Background: an optimization exercise with open tools, aiming at small area. Do not read the settings as production practice.
The RTL was checked by simulation tests, not by an equivalence proof against the original design.
Power and IR drop assume default switching activity.

==> design/flow/config.mk <==
export PLATFORM = sky130hd
export DESIGN_NAME = capture_top
export DESIGN_NICKNAME = capture_top
export VERILOG_FILES = /design/flow/design.v
export SDC_FILE = /design/flow/constraint.sdc
export NUM_CORES = 4
export LEC_CHECK = 0
export CAP_MARGIN = 20
export CORE_MARGIN = 2
export CORE_UTILIZATION = 30
export PLACE_DENSITY = 0.55
export SLEW_MARGIN = 20
export SYNTH_MEMORY_MAX_BITS = 16384
==> design/flow/constraint.sdc <==
create_clock -name core_clock -period 8.0 [get_ports {clk_1_8}]
set_input_delay 1.6000 -clock core_clock [delete_from_list [all_inputs] [get_ports {clk_1_8}]]
set_output_delay 1.6000 -clock core_clock [all_outputs]
set_load 0.01 [all_outputs]
==> design/flow/design.v <==
`timescale 1ns/1ns
`default_nettype none
package capture_pkg;
   typedef logic [96-1:0] chan_word_t;    
   typedef logic [128-1:0] word_t;         
   typedef logic [6-1:0] ring_addr_t;
   typedef logic [6:0] phase_cnt_t;
   typedef logic [31:0] ctrl_reg_t;
   typedef logic [16-1:0] trig_vec_t;    
   typedef logic [31:0] count32_t;    
   typedef enum logic [1:0] {
      FILL,       
      ARMED,      
      READOUT,    
      POST        
   } capture_state_t;
endpackage
`default_nettype wire
`timescale 1ns/1ns
`default_nettype none
module trig_sync (
   input  wire            clk_1_8,
   input  wire            rst_i,
   input  capture_pkg::trig_vec_t ext_trig_vector_i,
   input  wire            trigout_i,
   input  wire            trigout_mcu_i,
   input  wire            trigout_oen_mcu_i,
   input  capture_pkg::ctrl_reg_t ctrl_reg_i,
   output capture_pkg::trig_vec_t      ext_trig_vector_o,
   output logic           ext_trig_o,
   output logic           stream_trig_o,
   output logic           trigout_o,
   output logic           trigout_mcu_o,
   output logic           trigout_oen_o,
   output logic [3:1]     ctrl_sync_o     
);
   capture_pkg::trig_vec_t vec_d1;
   capture_pkg::trig_vec_t vec_d2;
   capture_pkg::trig_vec_t rise_now;     
   logic      rise_any;                  
   logic      trigout_s1;
   logic      trigout_mcu_s1;
   logic      trigout_oen_s1;
   logic [3:1] ctrl_s1;
   logic [3:1] ctrl_s2;
   always_ff @(posedge clk_1_8) begin
      vec_d1            <= ext_trig_vector_i;
      vec_d2            <= vec_d1;
      ext_trig_vector_o <= vec_d2;    
   end
   assign rise_now = ext_trig_vector_i &
                     ~{ext_trig_vector_i[16-2:0], vec_d1[16-1]};
   always_ff @(posedge clk_1_8) begin
      if (rst_i) begin
         rise_any   <= 1'b0;
         ext_trig_o <= 1'b0;
      end else begin
         rise_any   <= |rise_now;
         ext_trig_o <= rise_any;
      end
   end
   always_ff @(posedge clk_1_8) begin
      trigout_s1     <= trigout_i;
      trigout_mcu_s1 <= trigout_mcu_i;
      trigout_oen_s1 <= trigout_oen_mcu_i;
      trigout_mcu_o  <= trigout_s1;        
      trigout_o      <= trigout_mcu_s1;
      trigout_oen_o  <= trigout_oen_s1;
      ctrl_s1        <= ctrl_reg_i[3:1];
      ctrl_s2        <= ctrl_s1;
      ctrl_sync_o    <= ctrl_s2;
   end
   assign stream_trig_o = trigout_mcu_s1;
endmodule
`default_nettype wire
`timescale 1ns/1ns
`default_nettype none
module source_mux (
   input  wire             clk_1_8,
   input  wire             rst_i,
   input  wire [3:1]       ctrl_i,
   input  capture_pkg::chan_word_t data_a_i,
   input  wire             data_valid_i,
   input  wire             ext_trig_i,
   input  wire             stream_trig_i,
   output logic [96:0] src_word_nxt_o,   
   output logic            src_valid_nxt_o,       
   output logic            src_valid_o
);
   localparam int NUM_SAMPLES = 96 / 12;
   capture_pkg::count32_t timecount;
   capture_pkg::count32_t datacount;
   logic     stream_mode;
   logic     pattern_mode;
   logic     stream_valid;
   logic [96-1:0] stream_low;
   logic [96-1:0] pattern_word;
   assign stream_mode  = ctrl_i[1];
   assign pattern_mode = ctrl_i[2];
   assign stream_valid = ctrl_i[3] ? ext_trig_i : stream_trig_i;
   assign stream_low = {16'h0005, 16'h0004, timecount, datacount};
   always_comb begin
      pattern_word = '0;
      for (int k = 0; k < NUM_SAMPLES; k++) begin
         pattern_word[k*12 +: 12] = 12'(k);
      end
   end
   always_comb begin
      if (stream_mode)
         src_word_nxt_o = {1'b1, stream_low};
      else if (pattern_mode)
         src_word_nxt_o = {1'b0, pattern_word};
      else
         src_word_nxt_o = {1'b0, data_a_i};
   end
   always_comb begin
      if (stream_mode)
         src_valid_nxt_o = stream_valid;
      else if (pattern_mode)
         src_valid_nxt_o = 1'b1;
      else
         src_valid_nxt_o = data_valid_i;
   end
   always_ff @(posedge clk_1_8) begin
      if (rst_i) begin
         src_valid_o <= 1'b0;
         timecount   <= '0;
         datacount   <= '0;
      end else begin
         src_valid_o <= src_valid_nxt_o;
         if (data_valid_i) timecount <= timecount + 1'b1;
         if (!stream_mode)
            datacount <= '0;                  
         else if (stream_valid)
            datacount <= datacount + 1'b1;
      end
   end
endmodule
`default_nettype wire
`timescale 1ns/1ns
`default_nettype none
module ring_counter (
   input  wire        clk_1_8,
   input  wire        rst_i,
   input  capture_pkg::capture_state_t state_i,
   input  wire        src_valid_i,
   output capture_pkg::phase_cnt_t cnt_o,
   output logic       done_o         
);
   always_ff @(posedge clk_1_8) begin
      if (rst_i || done_o || state_i == capture_pkg::ARMED)
         cnt_o <= '0;
      else if (src_valid_i || state_i == capture_pkg::READOUT)
         cnt_o <= cnt_o + 1'b1;
   end
   assign done_o = cnt_o[6];
endmodule
`default_nettype wire
`timescale 1ns/1ns
`default_nettype none
module ring_buffer (
   input  wire                   clk_1_8,
   input  wire [96:0]   wr_word_i,    
   input  wire                   shift_i,      
   input  wire                   post_i,       
   output capture_pkg::word_t    rd_word_o     
);
   logic [64-1:0][96:0] sr;
   always_ff @(posedge clk_1_8) begin
      if (shift_i) begin
         sr[0] <= wr_word_i;
         for (int k = 1; k < 64-1; k++) sr[k] <= sr[k-1];
      end
      if (post_i)
         sr[64-1] <= sr[0];
      else if (shift_i)
         sr[64-1] <= sr[64-2];
   end
   assign rd_word_o = {sr[64-1][96] ? 32'h0007_0006 : 32'h0,
                       sr[64-1][96-1:0]};
endmodule
`default_nettype wire
`timescale 1ns/1ns
`default_nettype none
module capture_fsm (
   input  wire        clk_1_8,
   input  wire        rst_i,
   input  wire        src_valid_nxt_i,
   input  wire        src_valid_i,
   input  wire        ext_trig_i,
   input  capture_pkg::phase_cnt_t cnt_i,
   input  wire        done_i,
   output capture_pkg::capture_state_t state_o,
   output logic       shift_o,
   output logic       post_o,
   output logic       data_valid_o
);
   capture_pkg::capture_state_t state_nxt;
   logic           rd_shift;
   logic           rd_valid;
   logic           post_pass;
   always_ff @(posedge clk_1_8) begin
      if (rst_i)
         state_o <= capture_pkg::FILL;
      else
         state_o <= state_nxt;
   end
   always_comb begin
      state_nxt = state_o;
      case (state_o)
         capture_pkg::FILL:    if (done_i)     state_nxt = capture_pkg::ARMED;
         capture_pkg::ARMED:   if (ext_trig_i) state_nxt = capture_pkg::READOUT;    
         capture_pkg::READOUT: if (done_i)     state_nxt = capture_pkg::POST;
         capture_pkg::POST:    if (done_i)     state_nxt = capture_pkg::FILL;
         default: state_nxt = capture_pkg::FILL;
      endcase
   end
   assign rd_valid = (state_o == capture_pkg::READOUT) && (cnt_i != '0);
   assign rd_shift = (state_o == capture_pkg::READOUT) && (cnt_i[6:1] != '0);
   assign post_o    = (state_o == capture_pkg::POST);
   assign post_pass = post_o && src_valid_i && !done_i;
   assign shift_o = rd_shift || (!rst_i &&
                    ((src_valid_nxt_i && (state_nxt == capture_pkg::FILL ||
                                          state_nxt == capture_pkg::ARMED)) ||
                     state_nxt == capture_pkg::POST));
   always_ff @(posedge clk_1_8) begin
      if (rst_i)
         data_valid_o <= 1'b0;
      else
         data_valid_o <= rd_valid || post_pass;
   end
endmodule
`default_nettype wire
`timescale 1ns/1ns
`default_nettype none
module capture_top (
   input  wire             clk_1_8,
   input  wire             rst_i,
   input  capture_pkg::chan_word_t data_a_i,
   input  wire             data_valid_i,
   input  capture_pkg::ctrl_reg_t  ctrl_reg_i,
   input  capture_pkg::trig_vec_t  ext_trig_vector_i,
   input  wire             trigout_i,
   input  wire             trigout_mcu_i,
   input  wire             trigout_oen_mcu_i,
   output capture_pkg::word_t           data_o,
   output logic            data_valid_o,
   output capture_pkg::trig_vec_t       ext_trig_vector_o,
   output logic            trigout_o,
   output logic            trigout_mcu_o,
   output logic            trigout_oen_o
);
   logic      ext_trig;
   logic      stream_trig;
   logic [3:1] ctrl_sync;
   logic [96:0] src_word_nxt;
   logic      src_valid_nxt;
   logic      src_valid;
   capture_pkg::capture_state_t state;
   capture_pkg::phase_cnt_t     cnt;
   logic       done;
   logic       shift;
   logic       post;
   trig_sync u_trig_sync (
      .clk_1_8           (clk_1_8),
      .rst_i             (rst_i),
      .ext_trig_vector_i (ext_trig_vector_i),
      .trigout_i         (trigout_i),
      .trigout_mcu_i     (trigout_mcu_i),
      .trigout_oen_mcu_i (trigout_oen_mcu_i),
      .ctrl_reg_i        (ctrl_reg_i),
      .ext_trig_vector_o (ext_trig_vector_o),
      .ext_trig_o        (ext_trig),
      .stream_trig_o     (stream_trig),
      .trigout_o         (trigout_o),
      .trigout_mcu_o     (trigout_mcu_o),
      .trigout_oen_o     (trigout_oen_o),
      .ctrl_sync_o       (ctrl_sync)
   );
   source_mux u_source_mux (
      .clk_1_8         (clk_1_8),
      .rst_i           (rst_i),
      .ctrl_i          (ctrl_sync),
      .data_a_i        (data_a_i),
      .data_valid_i    (data_valid_i),
      .ext_trig_i      (ext_trig),
      .stream_trig_i   (stream_trig),
      .src_word_nxt_o  (src_word_nxt),
      .src_valid_nxt_o (src_valid_nxt),
      .src_valid_o     (src_valid)
   );
   ring_counter u_ring_counter (
      .clk_1_8     (clk_1_8),
      .rst_i       (rst_i),
      .state_i     (state),
      .src_valid_i (src_valid),
      .cnt_o       (cnt),
      .done_o      (done)
   );
   ring_buffer u_ring_buffer (
      .clk_1_8   (clk_1_8),
      .wr_word_i (src_word_nxt),
      .shift_i   (shift),
      .post_i    (post),
      .rd_word_o (data_o)
   );
   capture_fsm u_capture_fsm (
      .clk_1_8         (clk_1_8),
      .rst_i           (rst_i),
      .src_valid_nxt_i (src_valid_nxt),
      .src_valid_i     (src_valid),
      .ext_trig_i      (ext_trig),
      .cnt_i           (cnt),
      .done_i          (done),
      .state_o         (state),
      .shift_o         (shift),
      .post_o          (post),
      .data_valid_o    (data_valid_o)
   );
endmodule
`default_nettype wire
==> design/flow/run.sh <==
#!/bin/bash
# synth_recipe.tcl (not shown) runs the flow's synth.tcl, then flattens the netlist and writes it again
# the make line also repeats each setting of config.mk as NAME=value (left out here)
make -C /OpenROAD-flow-scripts/flow DESIGN_CONFIG=/design/flow/config.mk WORK_HOME=/design/flow/orfs CLKGATE_MAP_FILE= SYNTH_SCRIPT=/design/flow/synth_recipe.tcl finish
==> summary.md, run 1 <==
| Metric | Value |
|---|---|
| Clock power share | 41.0% |
| Commonest cells after routing, fill and taps aside | edfxtp_1, clkbuf_16, clkdlybuf4s50_1 |
| Post-DP HPWL | 138900 um |
| Deepest clock path buffer count | 4 |
| Post-cts sizing count | 0 |
| WP data required | 8.73 ns |
| Final TNS setup | 0 ns |
| Power Internal | 55.27 mW |
| Hold Violations, Final | 0 |
| R2r endpoint | u_ring_buffer.sr[5451] |
| Post-synthesis adder-cell area fraction | 0.02574% |
| DRC viols | 0 |
| Simple-gate area share of the yosys netlist | 0.6919% |
| Combinational Power Share | 1.9% |
| Final antenna-violating net count | 0 |
| Yosys cell types | 47 |
| Area delta synth->final | 17.35% |
| Post-DR wirelength/cell | 16.60 um |
| Main combinational cell family by area after synthesis | simple AND/OR/NAND/NOR gates |
| R2R depth | 6 |
| Worst relative slew slack | 27.84% |
| Pleak | 72.78 nW |
| CTS Hold Buffers Added | 0 |
| Hold Slack | 0.3050 ns |
| Fmax | 220.6 MHz |
| Final period utilization | 56.65% |
| Max-slew violations | 0 |
| Critical Path Fanout Max | 114 |
| Max incr delay on CP | 0.99 ns |
| Switching Share | 20.14% |
| Crit path cell chain | clkdlybuf4s50_1 -> nor3_4 -> a211oi_2 -> o221ai_2 -> nand2_8 -> buf_12 -> buf_16 -> buf_4 |
| Area of the die | 0.6545 mm2 |
| Most common cell after layout, fill and taps aside | edfxtp_1 |
| Clk_skew | 0.07828 ns |
| Reg-to-reg slack, setup | 3.97 ns |
| Clock transition at path regs | 0.06 ns |
| Seq cells post-synth | 6348 |
| CTS tree | yes |
| GPL Wtd Cong | 0.7428 |
| Grt total ovfl | 0 |
| Setup crit end kind | register |
| Latest clock arrival within the worst-skew pair | 1.04 ns |
| Vias in the first global route | 67492 |
| Die height | 809.0 um |
| Vias/cell | 3.993 |
| Worst Path Class, Setup | primary input to register |
| Initial drt markers | 7015 |
| Mux cell area share after synthesis | 0.6101% |
| Final setup fails | 0 |
| Postcts setup bufs | 0 |
| Share of cells above drive strength 1 | 12.93% |
| Post-synthesis instance total | 7094 |
| Worst slew pin tran | 1.082 ns |
| Psw | 13.93 mW |
| Clock buffer count from CTS | 632 |
| Post-route cell area | 0.2281 mm2 |
| CTS Root Cell | clkbuf_16 |
| Tmin final | 4.532 ns |
| Port bufs | 241 |
| Nets@finish | 8084 |
| Boundary Pins | 298 |
| Ys Warns | 5 |
| Tot GR Track Use | 8.127% |
| PnR worst setup slack | 3.468 ns |
| Compound-cell area share of the yosys netlist | 0.6108% |
| Post-synthesis sequential area ratio | 97.33% |
| Reg2reg start | u_ring_counter.cnt_o[2] |
| PwrDens | 303.3 mW/mm2 |
| Hold WC Path Type | register to register |
| Wirelength, routed | 283200 um |
| Worst EP arrival | 5.27 ns |
| Worst path buffer plus inverter count | 4 |
| Status | no timing/DRC/antenna violations |
| Post-synthesis xor/xnor area fraction | 0.09461% |
| Startpoint Class | primary input |
| Clk sinks | 6348 |
| Maximum vdd drop | 0.0002479 V |
| First-pass GRT wire length | 421500 um |
| RSZ-0062 raised after global routing | no |
| Die width | 809.0 um |
| Row count | 295 |
| Vias | 68109 |
| Critical path's top delay family | buffers and inverters |
| Total core area | 0.6456 mm2 |
| Crit path max-delay cell type | clkdlybuf4s50_1 |
| Htree depth | 6 |
| Total power | 69.20 mW |
| Post-layout util | 35.34% |
| Maximum number of pins on one net before global-route repair | 213 |
| Area post-placement | 0.2080 mm2 |
| 1st-pass router iterations | 5 |
| Dpl cells | 15908 |
| Initial Utilization | 30.11% |
| Crit path capture | u_ring_buffer.sr[5451] |
| CP startpoint | data_valid_i |
| Maxcap violations | 0 |
| Antenna violations before repair | 31 |
| Mapped Area | 0.1944 mm2 |
| Sequential Power Share | 57.2% |
| WP depth | 8 |
| Finished Layout Cells | 17055 |
| Dpl ws | 2.417 ns |
| Synthesized area per cell | 27.40 um2 |
flip-flops by register name, summed over array words and instances (netlist names), 2 cells and up:
register and cells:
u_capture_fsm.state_o 2, u_trig_sync.vec_d2 16, u_trig_sync.ctrl_sync_o 3, u_trig_sync.ext_trig_vector_o 16, u_source_mux.datacount 32, u_ring_buffer.sr 6208
u_trig_sync.vec_d1 16, u_ring_counter.cnt_o 7, u_source_mux.timecount 32, u_trig_sync.ctrl_s2 3, u_trig_sync.ctrl_s1 3
kinds of logic (layout without fill, tap and decap cells):
logic type | count (synthesis) | after routing
AO/OA/AOI/OAI | 171 | 171
XOR/XNOR | 21 | 21
adder cells (fa/ha/maj) | 4 | 4
buffers and inverters | 197 | 1512
flip-flops | 6348 | 6348
multiplexers | 106 | 106
other | 1 | 34
AND/OR/NAND/NOR | 246 | 246
power by group through the flow:
stage | combinational [mW] | clock [mW] | sequential, mW
after global placement | 1.27 | 0 | 40.2
after CTS | 1.33 | 29.5 | 39.6
after global routing | 1.42 | 30.7 | 39.7
after floorplan | 0.778 | 0 | 42.6
after detailed placement | 1.34 | 0 | 40.2
final | 1.28 | 28.3 | 39.6
metal layers:
layer / part of all wire (%) / GRT usage, %
met4: 3.0 / 2.801
met5: 0 / 0
met3: 5.8 / 1.814
met1: 50 / 12.47
met2: 42 / 11.31
layout make-up:
class / instances / area, um2
fill: 58229 / 417400
multi-input combinational: 575 / 4135
clock inverter: 342 / 3490
inverter: 18 / 67.56
clock buffer: 797 / 16570
timing repair buffer: 355 / 3859
sequential: 6348 / 189200
antenna: 7 / 17.52
tap: 8613 / 10780
worst min-delay path by stage:
| stage | slack (ns) | cells past startpoint | endpoint | startpoint |
|---|---|---|---|---|
| after floorplan | 0.31 | 0 | u_trig_sync.ctrl_s2[1] | u_trig_sync.ctrl_s1[1] |
| after global placement | 0.31 | 0 | u_trig_sync.trigout_oen_o | u_trig_sync.trigout_oen_s1 |
| after detailed placement | 0.31 | 0 | u_trig_sync.ctrl_s2[2] | u_trig_sync.ctrl_s1[2] |
| after CTS | 0.31 | 0 | u_trig_sync.ext_trig_vector_o[12] | u_trig_sync.vec_d2[12] |
| after global routing | 0.32 | 0 | u_trig_sync.ext_trig_vector_o[12] | u_trig_sync.vec_d2[12] |
| final | 0.30 | 0 | u_trig_sync.ext_trig_vector_o[12] | u_trig_sync.vec_d2[12] |
cells in the mapped netlist, drive strengths merged:
cell	number	area, um2
nor2	51	191.4
nor4	10	62.56
and2	27	168.9
xor2	10	87.58
nor3	9	45.04
nor2b	5	31.28
o221ai	1	8.760
o211a	1	10.01
nand2b	7	43.79
or4	29	217.7
nand3b	1	7.510
a21bo	1	10.01
a31oi	1	6.260
mux2i	6	60.06
a31o	1	8.760
o211ai	2	15.01
a22o	57	499.2
a41o	1	10.01
o31ai	25	187.7
xnor2	11	96.34
clkbuf	35	131.4
mux2	100	1126
a21oi	51	255.2
conb	1	3.750
or3	12	75.07
a2111oi	1	8.760
nor3b	1	7.510
a21o	3	22.52
a211oi	1	7.510
buf	144	1032
nand3	21	105.1
and3	7	43.79
a211o	1	8.760
inv	18	67.56
o22ai	1	6.260
nand4	19	118.9
ha	4	50.05
nand2	37	138.9
nor4b	1	8.760
dfxtp	140	2803
and4	9	78.83
edfxtp	6208	186400
o21ai	21	105.1
o2111ai	2	17.52
==> inputs of run 2 (changes only) <==
--- a/design/flow/design.v
+++ b/design/flow/design.v
@@ -163,5 +163,5 @@
    input  wire [96:0]   wr_word_i,    
    input  wire                   shift_i,      
-   input  wire                   post_i,       
+   input  wire                   rot_i,        
    output capture_pkg::word_t    rd_word_o     
 );
@@ -169,14 +169,10 @@
    always_ff @(posedge clk_1_8) begin
       if (shift_i) begin
-         sr[0] <= wr_word_i;
-         for (int k = 1; k < 64-1; k++) sr[k] <= sr[k-1];
+         sr[0] <= rot_i ? sr[64-1] : wr_word_i;
+         for (int k = 1; k < 64; k++) sr[k] <= sr[k-1];
       end
-      if (post_i)
-         sr[64-1] <= sr[0];
-      else if (shift_i)
-         sr[64-1] <= sr[64-2];
    end
-   assign rd_word_o = {sr[64-1][96] ? 32'h0007_0006 : 32'h0,
-                       sr[64-1][96-1:0]};
+   assign rd_word_o = {sr[1][96] ? 32'h0007_0006 : 32'h0,
+                       sr[1][96-1:0]};
 endmodule
 `default_nettype wire
@@ -193,9 +189,8 @@
    output capture_pkg::capture_state_t state_o,
    output logic       shift_o,
-   output logic       post_o,
+   output logic       rot_o,
    output logic       data_valid_o
 );
    capture_pkg::capture_state_t state_nxt;
-   logic           rd_shift;
    logic           rd_valid;
    logic           post_pass;
@@ -217,8 +212,7 @@
    end
    assign rd_valid = (state_o == capture_pkg::READOUT) && (cnt_i != '0);
-   assign rd_shift = (state_o == capture_pkg::READOUT) && (cnt_i[6:1] != '0);
-   assign post_o    = (state_o == capture_pkg::POST);
-   assign post_pass = post_o && src_valid_i && !done_i;
-   assign shift_o = rd_shift || (!rst_i &&
+   assign rot_o    = (state_o == capture_pkg::READOUT) && !done_i;
+   assign post_pass = (state_o == capture_pkg::POST) && src_valid_i && !done_i;
+   assign shift_o = (state_o == capture_pkg::READOUT) || (!rst_i &&
                     ((src_valid_nxt_i && (state_nxt == capture_pkg::FILL ||
                                           state_nxt == capture_pkg::ARMED)) ||
@@ -261,5 +255,5 @@
    logic       done;
    logic       shift;
-   logic       post;
+   logic       rot;
    trig_sync u_trig_sync (
       .clk_1_8           (clk_1_8),
@@ -302,5 +296,5 @@
       .wr_word_i (src_word_nxt),
       .shift_i   (shift),
-      .post_i    (post),
+      .rot_i     (rot),
       .rd_word_o (data_o)
    );
@@ -315,5 +309,5 @@
       .state_o         (state),
       .shift_o         (shift),
-      .post_o          (post),
+      .rot_o           (rot),
       .data_valid_o    (data_valid_o)
    );
--- a/design/flow/config.mk
+++ b/design/flow/config.mk
@@ -8,6 +8,8 @@
 export CAP_MARGIN = 20
 export CORE_MARGIN = 2
-export CORE_UTILIZATION = 30
-export PLACE_DENSITY = 0.55
+export CORE_UTILIZATION = 60
+export CTS_BUF_LIST = sky130_fd_sc_hd__clkbuf_16
+export CTS_CLUSTER_DIAMETER = 100
+export CTS_CLUSTER_SIZE = 30
+export PLACE_DENSITY = 0.68
 export SLEW_MARGIN = 20
-export SYNTH_MEMORY_MAX_BITS = 16384
==> run 2 against run 1 <==
  * Sequential power hardly changed
  * Final area is 8.3% lower
  * Critical path depth stayed put
  * Critical path type unchanged
  * Critical endpoint is now u_ring_buffer.sr[191]
  * Largest power group unchanged
==> summary.md, run 2 <==
| Metric | Value |
|---|---|
| CTS tree | yes |
| Nets@finish | 7811 |
| Yosys cell types | 45 |
| Critical Path Fanout Max | 156 |
| Setup crit end kind | register |
| Latest clock arrival within the worst-skew pair | 0.96 ns |
| Vias/cell | 5.361 |
| Die height | 572.6 um |
| Clock buffer count from CTS | 236 |
| Hold Violations, Final | 0 |
| Fillers | 19961 |
| Fmax | 234.6 MHz |
| Share of cells above drive strength 1 | 5.600% |
| PwrDens | 262.6 mW/mm2 |
| Post-synthesis sequential area ratio | 97.54% |
| Area contributors post-synth | edfxtp_1, dfxtp_1, buf_4 |
| Post-synth top cells | edfxtp_1, nand2_1, dfxtp_1 |
| Post-DR wirelength/cell | 20.16 um |
| DRC viols | 0 |
| Maximum number of pins on one net before global-route repair | 157 |
| Antenna violations before repair | 13 |
| Reg2reg start | u_trig_sync.ctrl_sync_o[2] |
| Post-cts sizing count | 0 |
| GPL Wtd Cong | 0.7840 |
| Crit path max-delay cell type | clkdlybuf4s50_1 |
| Main flop type after synthesis | edfxtp_1 |
| Startpoint Class | primary input |
| Hold Path End | u_trig_sync.trigout_oen_o |
| Hold Path Cell Cnt | 0 |
| Hold Slack | 0.3302 ns |
| Initial Utilization | 60.36% |
| Worst EP arrival | 4.84 ns |
| Ys Warns | 5 |
| Maxcap violations | 0 |
| 1st-pass router iterations | 9 |
| Clock transition at path regs | 0.10 ns |
| Clk sinks | 6348 |
| Wirelength, routed | 242600 um |
| Clk_skew | 0.06767 ns |
| Postcts setup bufs | 0 |
| WP data required | 8.58 ns |
| Post-synthesis instance total | 7174 |
| Multi-input gate area | 0.003637 mm2 |
| Commonest cells after routing, fill and taps aside | edfxtp_1, clkdlybuf4s50_1, clkbuf_16 |
| Final TNS setup | 0 ns |
| Vias | 64518 |
| Largest area contributor in the netlist | edfxtp_1 |
| Row count | 208 |
| Status | no timing/DRC/antenna violations |
| Die width | 572.6 um |
| Deepest clock path buffer count | 4 |
| R2r endpoint | u_ring_buffer.sr[191] |
| CTS Hold Buffers Added | 0 |
| Final setup fails | 0 |
| Post-synth ARST share | 0% |
| Pleak | 66.21 nW |
| Vias in the first global route | 60440 |
| Worst path buffer plus inverter count | 4 |
| Post-DP HPWL | 123900 um |
| Final period utilization | 53.28% |
| Port bufs | 241 |
| Worst hold start | u_trig_sync.trigout_oen_s1 |
| Crit path cell chain | clkdlybuf4s50_1 -> nor3_1 -> a211oi_1 -> o21ai_0 -> a21oi_4 -> buf_16 -> buf_4 -> buf_12 |
| FF+latch area | 0.1892 mm2 |
| First-pass GRT wire length | 360200 um |
| Initial drt markers | 6867 |
| Htree depth | 4 |
| Tot GR Track Use | 14.22% |
| Worst relative slew slack | 20.78% |
| Seq cells post-synth | 6348 |
| Worst slew pin tran | 1.188 ns |
| Most common cell after layout, fill and taps aside | edfxtp_1 |
| Area delta synth->final | 7.853% |
| Most frequent cell after synthesis | edfxtp_1 |
| Max-slew violations | 0 |
| Mapped Area | 0.1940 mm2 |
| Post-synth EDFFs | 6208 |
| Worst Path Class, Setup | primary input to register |
| Boundary Pins | 298 |
| Tmin final | 4.262 ns |
| Max incr delay on CP | 0.77 ns |
| Area of the die | 0.3279 mm2 |
| Critical path's top delay family | buffers and inverters |
| Post-layout util | 65.10% |
| Hold WC Path Type | register to register |
| Final antenna-violating net count | 0 |
| Synth top area share | 96.10% |
| Largest register FFs | 6208 |
| Total power | 54.95 mW |
| Synthesized area per cell | 27.04 um2 |
| Top flop regs | u_ring_buffer.sr: 6208 flops, u_source_mux.datacount: 32 flops, u_source_mux.timecount: 32 flops |
| CTS Root Cell | clkbuf_16 |
| RSZ-0062 raised after global routing | no |
| Grt total ovfl | 0 |
| Maximum vdd drop | 0.0002597 V |
| Reg-to-reg slack, setup | 4.52 ns |
| Biggest register | u_ring_buffer.sr |
| Total core area | 0.3214 mm2 |
| R2R depth | 8 |
## run 2: power by group
group          switching, mW  internal [mW]  leakage, nW
registers              0.604           38.9         60.0
logic                  0.991          0.271         2.96
clock network           8.74           5.48         3.28
total                   10.3           44.6         66.2
## run 2: logic make-up after synthesis
logic type | Yosys count | share of synthesized area [%]
flops | 6348 | 97.54
simple gates | 325 | 0.8120
compound gates | 265 | 0.8146
buf+inv | 199 | 0.6495
xor+xnor | 24 | 0.1084
mux | 8 | 0.04708
fa+ha+maj | 4 | 0.02580
other cells | 1 | 0.001933
## run 2: routing by layer
layer | GRT usage, % | vias up | routed length, um
li1 | - | 29303 | -
met1 | 23.54 | 33752 | 122500
met2 | 19.97 | 1101 | 103800
met3 | 2.088 | 362 | 9171
met4 | 4.375 | 0 | 7161
met5 | 0 | - | 0
## run 2: worst max-delay path by stage
| stage | endpoint | start | cells past startpoint |
|---|---|---|---|
| after floorplan | u_ring_buffer.sr[0] | u_capture_fsm.state_o[0] | 1 |
| after global placement | u_ring_buffer.sr[65] | data_valid_i | 7 |
| after detailed placement | u_ring_buffer.sr[76] | data_valid_i | 7 |
| after CTS | u_ring_buffer.sr[176] | data_valid_i | 7 |
| after global routing | u_ring_buffer.sr[6078] | data_valid_i | 8 |
| final | u_ring_buffer.sr[191] | data_valid_i | 8 |
## run 2: through the flow
| stage | instances | setup WS (ns) | area, um2 |
|---|---|---|---|
| 3_3_place_gp | 11722 | 2.423 | 202700 |
| 2_1_floorplan | 7200 | -97.15 | 194100 |
| 4_1_cts | 12018 | 3.513 | 209200 |
| 5_1_grt | 12026 | 3.665 | 209200 |
| 3_5_place_dp | 11723 | 2.411 | 202700 |
| 6_report | 12035 | 3.738 | 209200 |
## run 2: layout make-up
class	count	share of cell area [%]
Antenna cell	16	0.01914
Clock buffer	239	2.859
Clock inverter	56	0.2057
Inverter	15	0.02691
Multi-Input combinational cell	653	1.738
Sequential cell	6348	90.44
Tap cell	4305	2.574
Timing Repair Buffer	403	2.136
==> inputs of run 3 (changes only) <==
--- a/design/flow/config.mk
+++ b/design/flow/config.mk
@@ -8,8 +8,9 @@
 export CAP_MARGIN = 20
 export CORE_MARGIN = 2
-export CORE_UTILIZATION = 60
+export CORE_UTILIZATION = 55
 export CTS_BUF_LIST = sky130_fd_sc_hd__clkbuf_16
-export CTS_CLUSTER_DIAMETER = 100
-export CTS_CLUSTER_SIZE = 30
-export PLACE_DENSITY = 0.68
+export CTS_CLUSTER_DIAMETER = 80
+export CTS_CLUSTER_SIZE = 28
+export PLACE_DENSITY = 0.65
 export SLEW_MARGIN = 20
+export SYNTH_MEMORY_MAX_BITS = 16384
==> run 3 against run 2 <==
  * Highest routed layer unchanged
  * Sequential power barely moved
  * First-iteration DRC count rose by 4.1%
  * Final area rose by 0.66%
  * Still clean on timing, DRC and antenna
  * Critical path type unchanged
==> summary.md, run 3 <==
| Metric | Value |
|---|---|
| Top flop regs | u_ring_buffer.sr: 6208 flops, u_source_mux.datacount: 32 flops, u_source_mux.timecount: 32 flops |
| Final period utilization | 59.56% |
| Post-synth top cells | edfxtp_1, nand2_1, dfxtp_1 |
| Post-route cell area | 0.2106 mm2 |
| Post-layout util | 59.85% |
| Post-DR wirelength/cell | 19.78 um |
| Nets@finish | 7811 |
| Status | no timing/DRC/antenna violations |
| Initial Utilization | 55.13% |
| Vias | 64951 |
| Area post-placement | 0.2027 mm2 |
| Maximum number of pins on one net before global-route repair | 218 |
| Tmin final | 4.765 ns |
| Commonest cells after routing, fill and taps aside | edfxtp_1, clkbuf_16, clkdlybuf4s50_1 |
| Largest register FFs | 6208 |
| Antenna violations before repair | 17 |
| Die height | 597.9 um |
| Post-synthesis sequential area ratio | 97.54% |
| Post-synth ARST share | 0% |
| Share of cells above drive strength 1 | 5.868% |
| Critical Path Fanout Max | 133 |
| Latest clock arrival within the worst-skew pair | 0.92 ns |
| Post-DP HPWL | 124700 um |
| Initial drt markers | 7151 |
| Htree depth | 5 |
| Row count | 218 |
| Ys Warns | 5 |
| Dpl ws | 2.361 ns |
| Hold WC Path Type | register to register |
| Worst slew pin tran | 1.135 ns |
| Maxcap violations | 0 |
| Most common cell after layout, fill and taps aside | edfxtp_1 |
| Clock transition at path regs | 0.10 ns |
| DRC viols | 0 |
| Startpoint Class | primary input |
| Seq cells post-synth | 6348 |
| Area delta synth->final | 8.560% |
| Worst Path Class, Setup | primary input to register |
| Postcts setup bufs | 0 |
| 1st-pass router iterations | 5 |
| Synth top area share | 96.10% |
| Maximum vdd drop | 0.0002192 V |
| Fmax | 209.9 MHz |
| Main flop type after synthesis | edfxtp_1 |
| Largest area contributor in the netlist | edfxtp_1 |
| Clk_skew | 0.07362 ns |
| Vias in the first global route | 61338 |
| CTS Root Cell | clkbuf_16 |
| Synthesized area per cell | 27.04 um2 |
| Mapped Area | 0.1940 mm2 |
| Clk sinks | 6348 |
| Post-synthesis instance total | 7174 |
| Worst EP arrival | 5.27 ns |
| Biggest register | u_ring_buffer.sr |
| RSZ-0062 raised after global routing | no |
| Wirelength, routed | 245900 um |
| Final TNS setup | 0 ns |
| PnR worst setup slack | 3.235 ns |
| Total core area | 0.3519 mm2 |
| Post-synth EDFFs | 6208 |
| Boundary Pins | 298 |
| Port bufs | 241 |
| Setup crit end kind | register |
| PwrDens | 267.8 mW/mm2 |
| Deepest clock path buffer count | 4 |
| WP data required | 8.51 ns |
| Tot GR Track Use | 13.25% |
| Grt total ovfl | 0 |
| Pleak | 66.76 nW |
| Post-cts sizing count | 0 |
| Final antenna-violating net count | 0 |
| Hold Violations, Final | 0 |
| Vias/cell | 5.223 |
| First-pass GRT wire length | 368300 um |
| Most frequent cell after synthesis | edfxtp_1 |
| Worst relative slew slack | 24.34% |
| Final setup fails | 0 |
| CTS Hold Buffers Added | 0 |
| Yosys cell types | 45 |
| Clock buffer count from CTS | 271 |
| Max-slew violations | 0 |
| Area contributors post-synth | edfxtp_1, dfxtp_1, buf_4 |
| Total power | 56.39 mW |
| GPL Wtd Cong | 0.7719 |
| CTS tree | yes |
| Area of the die | 0.3575 mm2 |
| Die width | 597.9 um |
==> run 3: cell counts after synthesis <==
Identical to the previous run, type by type.
==> run 3: area by class of cell <==
| class | instances | area, um2 |
|---|---|---|
| fillers | 23656 | 141300 |
| clock inverters | 104 | 716.9 |
| flip-flops and latches | 6348 | 189200 |
| repair buffers | 368 | 3994 |
| well taps | 4620 | 5781 |
| multi-input cells | 653 | 3635 |
| inverters | 15 | 56.30 |
| diodes | 44 | 110.1 |
| clock buffers | 283 | 7082 |
==> run 3: worst paths after layout <==
path / from / slack [ns] / cells after the start / to
worst min register to register: u_trig_sync.vec_d2[3] / 0.33 / 0 / u_trig_sync.ext_trig_vector_o[3]
worst max register to register: u_trig_sync.ctrl_sync_o[1] / 4.06 / 7 / u_ring_buffer.sr[464]
worst min-delay path: u_trig_sync.vec_d2[3] / 0.33 / 0 / u_trig_sync.ext_trig_vector_o[3]
worst max-delay path: data_valid_i / 3.24 / 8 / u_ring_buffer.sr[464]
==> run 3: cells by family after synthesis <==
| logic type | synth area share [%] |
|---|---|
| mux | 0.04708 |
| flops | 97.54 |
| compound gates | 0.8146 |
| other cells | 0.001933 |
| buf+inv | 0.6495 |
| xor+xnor | 0.1084 |
| fa+ha+maj | 0.02580 |
| simple gates | 0.8120 |
==> run 3: power breakdown <==
group | switching [mW] | internal, mW
Combinational | 0.976 | 0.236
Clock | 9.09 | 6.61
Sequential | 0.611 | 38.9
==> run 3: metal layers <==
layer | global-route usage, % | vias to the layer above | share of wire (%) | wire (um)
met4 | 5.112 | 0 | 3.7 | 9126
li1 | - | 29398 | - | -
met5 | 0 | - | 0 | 0
met2 | 18.37 | 1102 | 42 | 104200
met1 | 21.66 | 34043 | 50 | 123400
met3 | 1.787 | 408 | 3.7 | 9166
==> run 3: worst max-delay path, stage by stage <==
cell and delay, ns:
clkdlybuf4s50_1 0.77, nor3_1 0.15, a211oi_1 0.38, o21ai_0 0.25, a21oi_4 0.85, buf_12 0.33, buf_12 0.24, buf_12 0.48
==> run 3: metrics by stage <==
stage	std cells	hold slack, ns
after floorplan	7200	0.3096
after global placement	12003	0.3105
after detailed placement	12003	0.3121
after CTS	12390	0.3358
after global routing	12434	0.3389
final	12435	0.3341
==> inputs of run 4 (changes only) <==
==> design/flow/flow/run.sh (new file) <==
#!/bin/bash
# The standard layout, with the smallest buffer on the ports instead of the
# delay buffer buffer_ports picks by default. Every other step is unchanged.
set -euo pipefail
export BUFFER_PORTS_ARGS="-buffer_cell sky130_fd_sc_hd__buf_1"
bash standard.sh > standard_flow.log 2>&1
==> design/flow/standard.sh (new file) <==
#!/bin/bash
# synth_recipe.tcl (not shown) runs the flow's synth.tcl, then flattens the netlist and writes it again
# the make line also repeats each setting of config.mk as NAME=value (left out here)
make -C /OpenROAD-flow-scripts/flow DESIGN_CONFIG=/design/flow/config.mk WORK_HOME=/design/flow/orfs CLKGATE_MAP_FILE= SYNTH_SCRIPT=/design/flow/synth_recipe.tcl "${@:-finish}"
removed: design/flow/run.sh
==> run 4 against run 3 <==
  * Critical path type is now register to register
  * First-iteration DRC count decreased by 6.5%
  * Largest power group unchanged
  * Hold slack about the same
  * Count of clock-buffer cells in the layout increased by 1
  * Register-to-register slack got worse by 0.35 ns
  * Maximum frequency increased by 11%
  * Worst setup slack improved by 0.48 ns
  * Non-clock buffer count increased by 4
  * Final area decreased by 0.68%
  * Die area unchanged
  * Via count about the same
  * Clock skew decreased by 0.022 ns
  * Largest cell class unchanged
==> summary.md, run 4 <==
| Metric | Value |
|---|---|
| Status | no timing/DRC/antenna violations |
| Port bufs | 241 |
| Boundary Pins | 298 |
| Critical Path Fanout Max | 143 |
| Row count | 218 |
| Vias in the first global route | 61177 |
| WP data required | 8.54 ns |
| Yosys cell types | 45 |
| RSZ-0062 raised after global routing | no |
| Die height | 597.9 um |
| Synthesized area per cell | 27.04 um2 |
| Final antenna-violating net count | 0 |
| Nets@finish | 7816 |
| 1st-pass router iterations | 5 |
| CTS Hold Buffers Added | 0 |
| Mapped Area | 0.1940 mm2 |
| Maxcap violations | 0 |
| Tot GR Track Use | 13.32% |
| Clock power share | 28.1% |
| Biggest register | u_ring_buffer.sr |
| Vias/cell | 5.230 |
| Maximum number of pins on one net before global-route repair | 160 |
| DRC viols | 0 |
| Psw | 10.74 mW |
| Switching Share | 19.02% |
| Fmax | 233.3 MHz |
| Fillers | 23783 |
| Pleak | 66.16 nW |
| Max incr delay on CP | 0.71 ns |
| Worst EP arrival | 4.83 ns |
| Area delta synth->final | 7.822% |
| Post-synth EDFFs | 6208 |
| Initial drt markers | 6688 |
| Commonest cells after routing, fill and taps aside | edfxtp_1, clkbuf_16, buf_1 |
| FF+latch area | 0.1892 mm2 |
| Post-synth top cells | edfxtp_1, nand2_1, dfxtp_1 |
| Worst path buffer plus inverter count | 4 |
| Most Frequent Cell on Critical Path | buf_4 |
| Area contributors post-synth | edfxtp_1, dfxtp_1, buf_4 |
| Worst relative slew slack | 30.58% |
| Sequential Power Share | 69.9% |
| PnR worst setup slack | 3.713 ns |
| Post-synth ARST share | 0% |
| Postcts setup bufs | 0 |
| Max-slew violations | 0 |
| Final TNS setup | 0 ns |
| PwrDens | 270.1 mW/mm2 |
| CTS Root Cell | clkbuf_16 |
| Vias | 64907 |
| Hold WC Path Type | register to register |
| Crit path cell chain | buf_4 -> nor3_1 -> a211oi_1 -> o21ai_0 -> a21oi_4 -> buf_8 -> buf_4 -> buf_12 |
| Latest clock arrival within the worst-skew pair | 0.93 ns |
| Seq cells post-synth | 6348 |
| Synth top area share | 96.10% |
| CTS tree | yes |
| Htree depth | 5 |
| Main flop type after synthesis | edfxtp_1 |
| GPL Wtd Cong | 0.7858 |
| Antenna violations before repair | 17 |
| Initial Utilization | 55.13% |
| Maximum vdd drop | 0.0002436 V |
| Post-DR wirelength/cell | 19.91 um |
| Clk_skew | 0.05203 ns |
| Crit path max-delay cell type | dfxtp_4 |
| Share of cells above drive strength 1 | 5.931% |
| Most frequent cell after synthesis | edfxtp_1 |
| Combinational Power Share | 2.0% |
| Area of the die | 0.3575 mm2 |
| Total core area | 0.3519 mm2 |
| Post-synthesis sequential area ratio | 97.54% |
| Startpoint Class | register |
| Top flop regs | u_ring_buffer.sr: 6208 flops, u_source_mux.datacount: 32 flops, u_source_mux.timecount: 32 flops |
| Power Internal | 45.75 mW |
| Post-layout util | 59.45% |
| Post-cts sizing count | 0 |
| Grt total ovfl | 0 |
| Post-synthesis instance total | 7174 |
| Tmin final | 4.287 ns |
| Most common cell after layout, fill and taps aside | edfxtp_1 |
| Largest area contributor in the netlist | edfxtp_1 |
| Multi-input gate area | 0.003635 mm2 |
| Hold Violations, Final | 0 |
| First-pass GRT wire length | 369000 um |
| Largest register FFs | 6208 |
| Post-DP HPWL | 126400 um |
| Clock transition at path regs | 0.10 ns |
| Worst slew pin tran | 1.041 ns |
| Die width | 597.9 um |
| Dpl ws | 2.920 ns |
| Ys Warns | 5 |
| Setup crit end kind | register |
| Total power | 56.49 mW |
| Deepest clock path buffer count | 4 |
| Wirelength, routed | 247100 um |
| Final setup fails | 0 |
| Clock buffer count from CTS | 272 |
| Final period utilization | 53.58% |
| Clk sinks | 6348 |
| Worst Path Class, Setup | register to register |
| Critical path's top delay family | buffers and inverters |
[run 4: cell types whose count changed in the layout (fill, tap and decap cells not counted), moves of 3 or more]
cell             delta
inv_16              +5
buf_1             +240
clkdlybuf4s50_1   -240
inv_1               -5
buf_4               +4
diode_2            -27
clkinv_2            -3
clkinv_4            -3
[run 4: area by class of cell]
cell class | count | area share, %
flip-flops and latches | 6348 | 90.47
multi-input cells | 653 | 1.738
well taps | 4620 | 2.764
clock inverters | 101 | 0.3840
inverters | 15 | 0.02692
clock buffers | 284 | 3.398
diodes | 17 | 0.02034
repair buffers | 372 | 1.204
[run 4: power groups by stage]
stage	clock network (mW)	registers, mW	logic, mW
6_report	15.9	39.5	1.13
3_5_place_dp	0	40.2	1.18
4_1_cts	16.6	39.5	1.17
3_3_place_gp	0	40.2	1.12
5_1_grt	17.7	39.7	1.27
2_1_floorplan	0	44.7	0.555
[run 4: worst paths after layout]
| kind | startpoint | end | slack (ns) | cells past startpoint |
|---|---|---|---|---|
| max reg2reg | u_trig_sync.ctrl_sync_o[1] | u_ring_buffer.sr[4057] | 3.71 | 8 |
| min | u_trig_sync.vec_d1[6] | u_trig_sync.vec_d2[6] | 0.33 | 0 |
| min reg2reg | u_trig_sync.vec_d1[6] | u_trig_sync.vec_d2[6] | 0.33 | 0 |
| max | u_trig_sync.ctrl_sync_o[1] | u_ring_buffer.sr[4057] | 3.71 | 8 |
[run 4: layer usage]
| layer | GRT usage [%] | share of wire [%] |
|---|---|---|
| met1 | 21.60 | 50 |
| met2 | 18.79 | 43 |
| met3 | 2.001 | 3.8 |
| met4 | 4.471 | 3.1 |
| met5 | 0 | 0 |
[run 4: kinds of logic after synthesis]
family                   count (synthesis)  synth area share, %
flip-flops                            6348                97.54
AND/OR/NAND/NOR                        325               0.8120
AO/OA/AOI/OAI                          265               0.8146
buffers and inverters                  199               0.6495
XOR/XNOR                                24               0.1084
multiplexers                             8              0.04708
adder cells (fa/ha/maj)                  4              0.02580
other                                    1             0.001933
[run 4: per-stage QoR]
step	hold WS, ns	area, um2	std cells
2_1_floorplan	0.3096	194100	7200
3_3_place_gp	0.3096	201200	12006
3_5_place_dp	0.3121	201200	12008
4_1_cts	0.3352	209100	12393
5_1_grt	0.3426	209200	12405
6_report	0.3337	209200	12410
==> inputs of run 5 (changes only) <==
--- a/design/flow/config.mk
+++ b/design/flow/config.mk
@@ -10,6 +10,6 @@
 export CORE_UTILIZATION = 55
 export CTS_BUF_LIST = sky130_fd_sc_hd__clkbuf_16
-export CTS_CLUSTER_DIAMETER = 80
-export CTS_CLUSTER_SIZE = 28
+export CTS_CLUSTER_DIAMETER = 60
+export CTS_CLUSTER_SIZE = 24
 export PLACE_DENSITY = 0.65
 export SLEW_MARGIN = 20
==> run 5 against run 4 <==
  * Via count up 2.0%
  * Combinational power hardly changed
  * Sequential share of layout area down 2.4 points
  * Synthesized cell count unchanged
  * Still clean on timing, DRC and antenna
  * Sequential cell count is the same
  * First-iteration DRC count grew 3.4%
  * Register-to-register slack got worse by 0.03 ns
  * Global-route usage rose by 0.26 points
  * Maximum frequency down 0.77%
  * Die area is the same
==> summary.md, run 5 <==
| Metric | Value |
|---|---|
| First-pass GRT wire length | 376600 um |
| Main flop type after synthesis | edfxtp_1 |
| Latest clock arrival within the worst-skew pair | 0.95 ns |
| Initial Utilization | 55.13% |
| Largest area contributor in the netlist | edfxtp_1 |
| Mapped Area | 0.1940 mm2 |
| Total power | 62.16 mW |
| Met1 wire length | 124500 um |
| Die width | 597.9 um |
| Htree depth | 5 |
| Grt total ovfl | 0 |
| Final period utilization | 54.00% |
| CTS Hold Buffers Added | 0 |
| Post-DP HPWL | 126400 um |
| Critical Path Fanout Max | 159 |
| Share of cells above drive strength 1 | 10.10% |
| Antenna violations before repair | 16 |
| Postcts setup bufs | 0 |
| Biggest register | u_ring_buffer.sr |
| Most common cell after layout, fill and taps aside | edfxtp_1 |
| Maxcap violations | 0 |
| Synthesized area per cell | 27.04 um2 |
| Post-cts sizing count | 0 |
| Area post-placement | 0.2012 mm2 |
| 1st-pass router iterations | 5 |
| Top routing layer used | met4 |
| Largest register FFs | 6208 |
| Most frequent cell after synthesis | edfxtp_1 |
| Final setup fails | 0 |
| R2R depth | 8 |
| Initial drt markers | 6917 |
| Clk_skew | 0.05499 ns |
| Status | no timing/DRC/antenna violations |
| Area contributors post-synth | edfxtp_1, dfxtp_1, buf_4 |
| Clock transition at path regs | 0.09 ns |
| Post-DR wirelength/cell | 19.73 um |
| Clock buffer count from CTS | 392 |
| Final TNS setup | 0 ns |
| Maximum vdd drop | 0.0002192 V |
| Routed wl met2 | 109100 um |
| CTS tree | yes |
| Pleak | 68.71 nW |
| Worst slew pin tran | 1.070 ns |
| Boundary Pins | 298 |
| Seq cells post-synth | 6348 |
| CTS Root Cell | clkbuf_16 |
| Nets@finish | 7936 |
| Tmin final | 4.320 ns |
| Top flop regs | u_ring_buffer.sr: 6208 flops, u_source_mux.datacount: 32 flops, u_source_mux.timecount: 32 flops |
| GPL Wtd Cong | 0.7858 |
| Vias | 66199 |
| PnR worst setup slack | 3.680 ns |
| WP data required | 8.54 ns |
| Port bufs | 241 |
| Post-synth ARST share | 0% |
| Dpl ws | 2.920 ns |
| Hold Path Cell Cnt | 0 |
| Clk sinks | 6348 |
| PwrDens | 289.3 mW/mm2 |
| Synth top area share | 96.10% |
| DRC viols | 0 |
| Row count | 218 |
| Area delta synth->final | 10.75% |
| Post-route cell area | 0.2149 mm2 |
| Routed wl met3 | 9905 um |
| Post-synthesis instance total | 7174 |
| Ys Warns | 5 |
| Worst relative slew slack | 28.66% |
| Hold Violations, Final | 0 |
| Vias/cell | 5.189 |
| Post-synth top cells | edfxtp_1, nand2_1, dfxtp_1 |
| Startpoint Class | register |
| Setup crit end kind | register |
| Area of the die | 0.3575 mm2 |
| Post-synthesis sequential area ratio | 97.54% |
| Final antenna-violating net count | 0 |
| Die height | 597.9 um |
| Wirelength, routed | 251700 um |
| RSZ-0062 raised after global routing | no |
| Tot GR Track Use | 13.59% |
| Deepest clock path buffer count | 4 |
| Max-slew violations | 0 |
| Commonest cells after routing, fill and taps aside | edfxtp_1, clkbuf_16, buf_1 |
| Worst EP arrival | 4.86 ns |
| Worst Path Class, Setup | register to register |
| Fmax | 231.5 MHz |
| Post-synth EDFFs | 6208 |
| Yosys cell types | 45 |
| Hold WC Path Type | register to register |
| Vias in the first global route | 62940 |
| Reg-to-reg slack, setup | 3.68 ns |
| Total core area | 0.3519 mm2 |
| Maximum number of pins on one net before global-route repair | 160 |
run 5: changes by cell type in the layout (fill, tap and decap cells not counted), sizes merged:
cell      before  now
diode         17   37
bufinv         5   19
clkbuf       285  398
inv          101  197
clkinvlp       0   26
clkinv        10   88
run 5: worst paths after layout:
path                                            startpoint                                 to
worst max-delay path            u_trig_sync.ctrl_sync_o[1]             u_ring_buffer.sr[3566]
worst min-delay path                u_trig_sync.vec_d2[14]  u_trig_sync.ext_trig_vector_o[14]
worst max register to register  u_trig_sync.ctrl_sync_o[1]             u_ring_buffer.sr[3566]
worst min register to register      u_trig_sync.vec_d2[14]  u_trig_sync.ext_trig_vector_o[14]
run 5: worst max-delay path: stages, from the launching register on:
cell,delay [ns]
dfxtp_4,0.72
buf_4,0.58
nor3_1,0.18
a211oi_1,0.38
o21ai_0,0.24
a21oi_4,0.49
buf_16,0.23
buf_12,0.25
buf_12,0.52
run 5: logic make-up after synthesis:
kind of cell / count (synthesis) / share of synthesized area, %
other: 1 / 0.001933
flip-flops: 6348 / 97.54
buffers and inverters: 199 / 0.6495
XOR/XNOR: 24 / 0.1084
multiplexers: 8 / 0.04708
adder cells (fa/ha/maj): 4 / 0.02580
AND/OR/NAND/NOR: 325 / 0.8120
AO/OA/AOI/OAI: 265 / 0.8146
run 5: where the power goes:
group	internal (mW)	switching, mW	total (mW)
clock network	10.3	11.2	21.5
registers	38.9	0.627	39.5
logic	0.158	0.977	1.13
total	49.3	12.8	62.2
run 5: metal layers:
layer,vias up,GRT usage [%]
met1,34595,21.97
met4,0,5.172
met3,462,2.152
met2,1212,18.87
met5,-,0
li1,29930,-
run 5: cell type report:
| class | instances | area [um2] |
|---|---|---|
| flip-flops and latches | 6348 | 189200 |
| fillers | 23250 | 137000 |
| clock buffers | 397 | 9935 |
| well taps | 4620 | 5781 |
| multi-input cells | 653 | 3635 |
| clock inverters | 315 | 3612 |
| repair buffers | 372 | 2517 |
| diodes | 37 | 92.59 |
| inverters | 15 | 56.30 |
run 5: metrics by stage:
step                std cells  util [%]  hold slack [ns]
global route            12754     61.06           0.3388
floorplan                7200         -           0.3096
CTS                     12720     61.04           0.3329
finish                  12757     61.06           0.3327
global placement        12006     57.17           0.3096
detailed placement      12008     57.19           0.3121
==> inputs of run 6 (changes only) <==
==> design/flow/flow/run.sh (replaced) <==
#!/bin/bash
# The standard layout, with the smallest buffer on the ports instead of the
# delay buffer buffer_ports picks by default, and no dummy loads in the clock
# tree. Every other step is unchanged.
set -euo pipefail
export BUFFER_PORTS_ARGS="-buffer_cell sky130_fd_sc_hd__buf_1"
export CTS_ARGS="-sink_clustering_enable -repair_clock_nets -sink_clustering_size 28 -sink_clustering_max_diameter 80 -buf_list sky130_fd_sc_hd__clkbuf_16 -dont_use_dummy_load"
bash standard.sh > standard_flow.log 2>&1
--- a/design/flow/config.mk
+++ b/design/flow/config.mk
@@ -10,6 +10,6 @@
 export CORE_UTILIZATION = 55
 export CTS_BUF_LIST = sky130_fd_sc_hd__clkbuf_16
-export CTS_CLUSTER_DIAMETER = 60
-export CTS_CLUSTER_SIZE = 24
+export CTS_CLUSTER_DIAMETER = 80
+export CTS_CLUSTER_SIZE = 28
 export PLACE_DENSITY = 0.65
 export SLEW_MARGIN = 20
==> run 6 against run 5 <==
  * Power shrank 11%
  * Maximum frequency shrank 0.15%
  * Count of clock-buffer cells in the layout shrank 125
  * Sequential share of layout area grew 2.9 points
  * Global-route usage shrank 0.28 points
  * Still clean
  * Core utilization shrank 1.9 points
  * Sequential cell count is the same
  * Worst setup slack lost 0.0065 ns
  * Critical path depth is the same
  * Critical path type unchanged
  * First-iteration DRC count shrank 2.1%
  * Final cell count shrank 3.4%
==> summary.md, run 6 <==
| Metric | Value |
|---|---|
| Top flop regs | u_ring_buffer.sr: 6208 flops, u_source_mux.datacount: 32 flops, u_source_mux.timecount: 32 flops |
| Vias/cell | 5.250 |
| Reg-to-reg slack, setup | 3.67 ns |
| Latest clock arrival within the worst-skew pair | 0.93 ns |
| Most frequent cell after synthesis | edfxtp_1 |
| Area delta synth->final | 7.282% |
| Hold Path Cell Cnt | 0 |
| Area contributors post-synth | edfxtp_1, dfxtp_1, buf_4 |
| Power Internal | 45.16 mW |
| Die width | 597.9 um |
| Vias in the first global route | 61051 |
| Fillers | 23849 |
| Post-route cell area | 0.2081 mm2 |
| Final setup fails | 0 |
| RSZ-0062 raised after global routing | no |
| PwrDens | 266.8 mW/mm2 |
| CTS Hold Buffers Added | 0 |
| Clk_skew | 0.1176 ns |
| Post-synth top cells | edfxtp_1, nand2_1, dfxtp_1 |
| Total core area | 0.3519 mm2 |
| Clock power share | 26.8% |
| Maximum number of pins on one net before global-route repair | 160 |
| Clk sinks | 6348 |
| Synth top area share | 96.10% |
| Die height | 597.9 um |
| Post-DP HPWL | 126400 um |
| Main flop type after synthesis | edfxtp_1 |
| Clock buffer count from CTS | 272 |
| Area post-placement | 0.2012 mm2 |
| Commonest cells after routing, fill and taps aside | edfxtp_1, clkbuf_16, buf_1 |
| Max-slew violations | 0 |
| WP data required | 8.45 ns |
| Wirelength, routed | 247400 um |
| Initial Utilization | 55.13% |
| Deepest clock path buffer count | 4 |
| Clock transition at path regs | 0.10 ns |
| Largest register FFs | 6208 |
| Hold WC Path Type | register to register |
| Dpl cells | 12008 |
| Startpoint Class | register |
| Reg2reg start | u_trig_sync.ctrl_sync_o[1] |
| Row count | 218 |
| Maxcap violations | 0 |
| Biggest register | u_ring_buffer.sr |
| Grt total ovfl | 0 |
| Share of cells above drive strength 1 | 5.444% |
| Final period utilization | 54.08% |
| Post-synth ARST share | 0% |
| CTS tree | yes |
| Port bufs | 241 |
| Post-cts sizing count | 0 |
| Worst EP arrival | 4.78 ns |
| Setup crit end kind | register |
| Psw | 10.36 mW |
| DRC viols | 0 |
| Worst hold start | u_trig_sync.ctrl_s2[2] |
| 1st-pass router iterations | 6 |
| Antenna violations before repair | 17 |
| R2r endpoint | u_ring_buffer.sr[2791] |
| Most common cell after layout, fill and taps aside | edfxtp_1 |
| Post-synthesis instance total | 7174 |
| Maximum vdd drop | 0.0002439 V |
| Nets@finish | 7816 |
| Hold Violations, Final | 0 |
| Finished Layout Cells | 12319 |
| Combinational Power Share | 2.0% |
| Worst Path Class, Setup | register to register |
| GPL Wtd Cong | 0.7858 |
| Worst relative slew slack | 29.60% |
| Ys Warns | 5 |
| Hold Path End | u_trig_sync.ctrl_sync_o[2] |
| Post-synth EDFFs | 6208 |
| Initial drt markers | 6773 |
| Post-DR wirelength/cell | 20.08 um |
| Yosys cell types | 45 |
| Boundary Pins | 298 |
| R2R depth | 8 |
| Postcts setup bufs | 0 |
| Status | no timing/DRC/antenna violations |
| CTS Root Cell | clkbuf_16 |
| First-pass GRT wire length | 368300 um |
| Sequential Power Share | 71.1% |
| Pleak | 65.41 nW |
| Area of the die | 0.3575 mm2 |
| Tmin final | 4.326 ns |
| Final TNS setup | 0 ns |
| Switching Share | 18.66% |
| Vias | 64677 |
| Fmax | 231.1 MHz |
| Largest area contributor in the netlist | edfxtp_1 |
| Synthesized area per cell | 27.04 um2 |
| Post-synthesis sequential area ratio | 97.54% |
| Mapped Area | 0.1940 mm2 |
| Htree depth | 5 |
| Hold Slack | 0.3330 ns |
| Seq cells post-synth | 6348 |
| Final antenna-violating net count | 0 |
| Worst slew pin tran | 1.056 ns |
| Critical Path Fanout Max | 101 |
| Tot GR Track Use | 13.31% |
==> run 6: cell counts after synthesis <==
No cell type changed its count.
==> run 6: layout make-up <==
class / count / area, um2 / area share (%)
flip-flops and latches: 6348 / 189200 / 90.92
clock buffers: 272 / 6807 / 3.271
well taps: 4620 / 5781 / 2.778
multi-input cells: 653 / 3635 / 1.746
repair buffers: 372 / 2517 / 1.210
diodes: 39 / 97.59 / 0.04689
inverters: 15 / 56.30 / 0.02705
==> run 6: kinds of logic after synthesis <==
group | count (synthesis) | synth area share, %
other | 1 | 0.001933
XOR/XNOR | 24 | 0.1084
multiplexers | 8 | 0.04708
adder cells (fa/ha/maj) | 4 | 0.02580
AND/OR/NAND/NOR | 325 | 0.8120
buffers and inverters | 199 | 0.6495
AO/OA/AOI/OAI | 265 | 0.8146
flip-flops | 6348 | 97.54
==> run 6: metrics by stage <==
| stage | power [mW] | util (%) | setup slack [ns] |
|---|---|---|---|
| 2_1_floorplan | 45.24 | - | -97.15 |
| 5_1_grt | 57.60 | 59.14 | 3.419 |
| 4_1_cts | 56.37 | 59.12 | 3.586 |
| 6_report | 55.52 | 59.15 | 3.674 |
| 3_5_place_dp | 41.39 | 57.19 | 2.920 |
| 3_3_place_gp | 41.32 | 57.17 | 2.221 |
==> run 6: worst max-delay path, cell delays in order, from the launching register on <==
cell      delay [ns]
dfxtp_4         0.69
buf_4           0.57
nor3_1          0.18
a211oi_1        0.39
o21ai_0         0.25
a21oi_4         0.48
buf_16          0.22
buf_12          0.39
buf_12          0.45
==> run 6: power groups by stage <==
stage	registers [mW]	logic, mW	clock network [mW]
global route	39.7	1.27	16.7
CTS	39.5	1.17	15.7
detailed placement	40.2	1.18	0
global placement	40.2	1.12	0
floorplan	44.7	0.555	0
finish	39.5	1.13	14.9
==> run 6: routing by layer <==
| metal | part of all wire (%) | up-vias | track usage [%] | wire length, um |
|---|---|---|---|---|
| met5 | 0 | - | 0 | 0 |
| met4 | 3.1 | 0 | 4.730 | 7712 |
| met3 | 3.7 | 377 | 1.992 | 9223 |
| met2 | 43 | 1019 | 18.68 | 107300 |
| met1 | 50 | 33987 | 21.55 | 123100 |
| li1 | - | 29294 | - | - |
==> run 6: worst max path at each step <==
stage | startpoint | end | cells after the start
3_3_place_gp | data_valid_i | u_ring_buffer.sr[4326] | 7
6_report | u_trig_sync.ctrl_sync_o[1] | u_ring_buffer.sr[2791] | 8
2_1_floorplan | u_capture_fsm.state_o[0] | u_ring_buffer.sr[0] | 1
5_1_grt | u_trig_sync.ctrl_sync_o[1] | u_ring_buffer.sr[2404] | 8
3_5_place_dp | data_valid_i | u_ring_buffer.sr[3297] | 8
4_1_cts | u_trig_sync.ctrl_sync_o[1] | u_ring_buffer.sr[1724] | 8

## what the ideal ports hide
The results above use ideal ports. As a check the final layouts listed here were re-extracted and re-timed, cells and wires unchanged.
Step 1 (the two cells are an assumption about what drives the block):
set clk [get_ports {clk_1_8}]
set_driving_cell -lib_cell sky130_fd_sc_hd__clkbuf_16 $clk
set_driving_cell -lib_cell sky130_fd_sc_hd__buf_2 [delete_from_list [all_inputs] $clk]
Step 2, shift: input delay + t, output delay - t, t = (earliest + latest rising clock arrival at the registers) / 2. This alone moves slack from input paths to output paths.
Three values: ideal ports, drivers, drivers and shift; two values: the first two.
| run | shift t [ns] | slack for setup (ns) | worst setup path after step 2 |
|---|---|---|---|
| run 1 | 1.117 | 3.468 / 3.553 / 2.436 | input to register |
| run 2 | 1.023 | 3.738 / 3.795 / 2.771 | input to register |
| run 3 | 0.990 | 3.235 / 3.268 / 2.278 | input to register |
| run 4 | 1.024 | 3.713 / 3.713 / 2.892 | input to register |
| run 5 | 1.046 | 3.680 / 3.680 / 2.854 | input to register |
| run 6 | 0.987 | 3.674 / 3.673 / 2.857 | input to register |
After both steps every run listed still meets setup and hold. For run 1, which loses most, drivers alone change the setup slack by +0.085 ns; drivers and shift together by -1.032 ns.
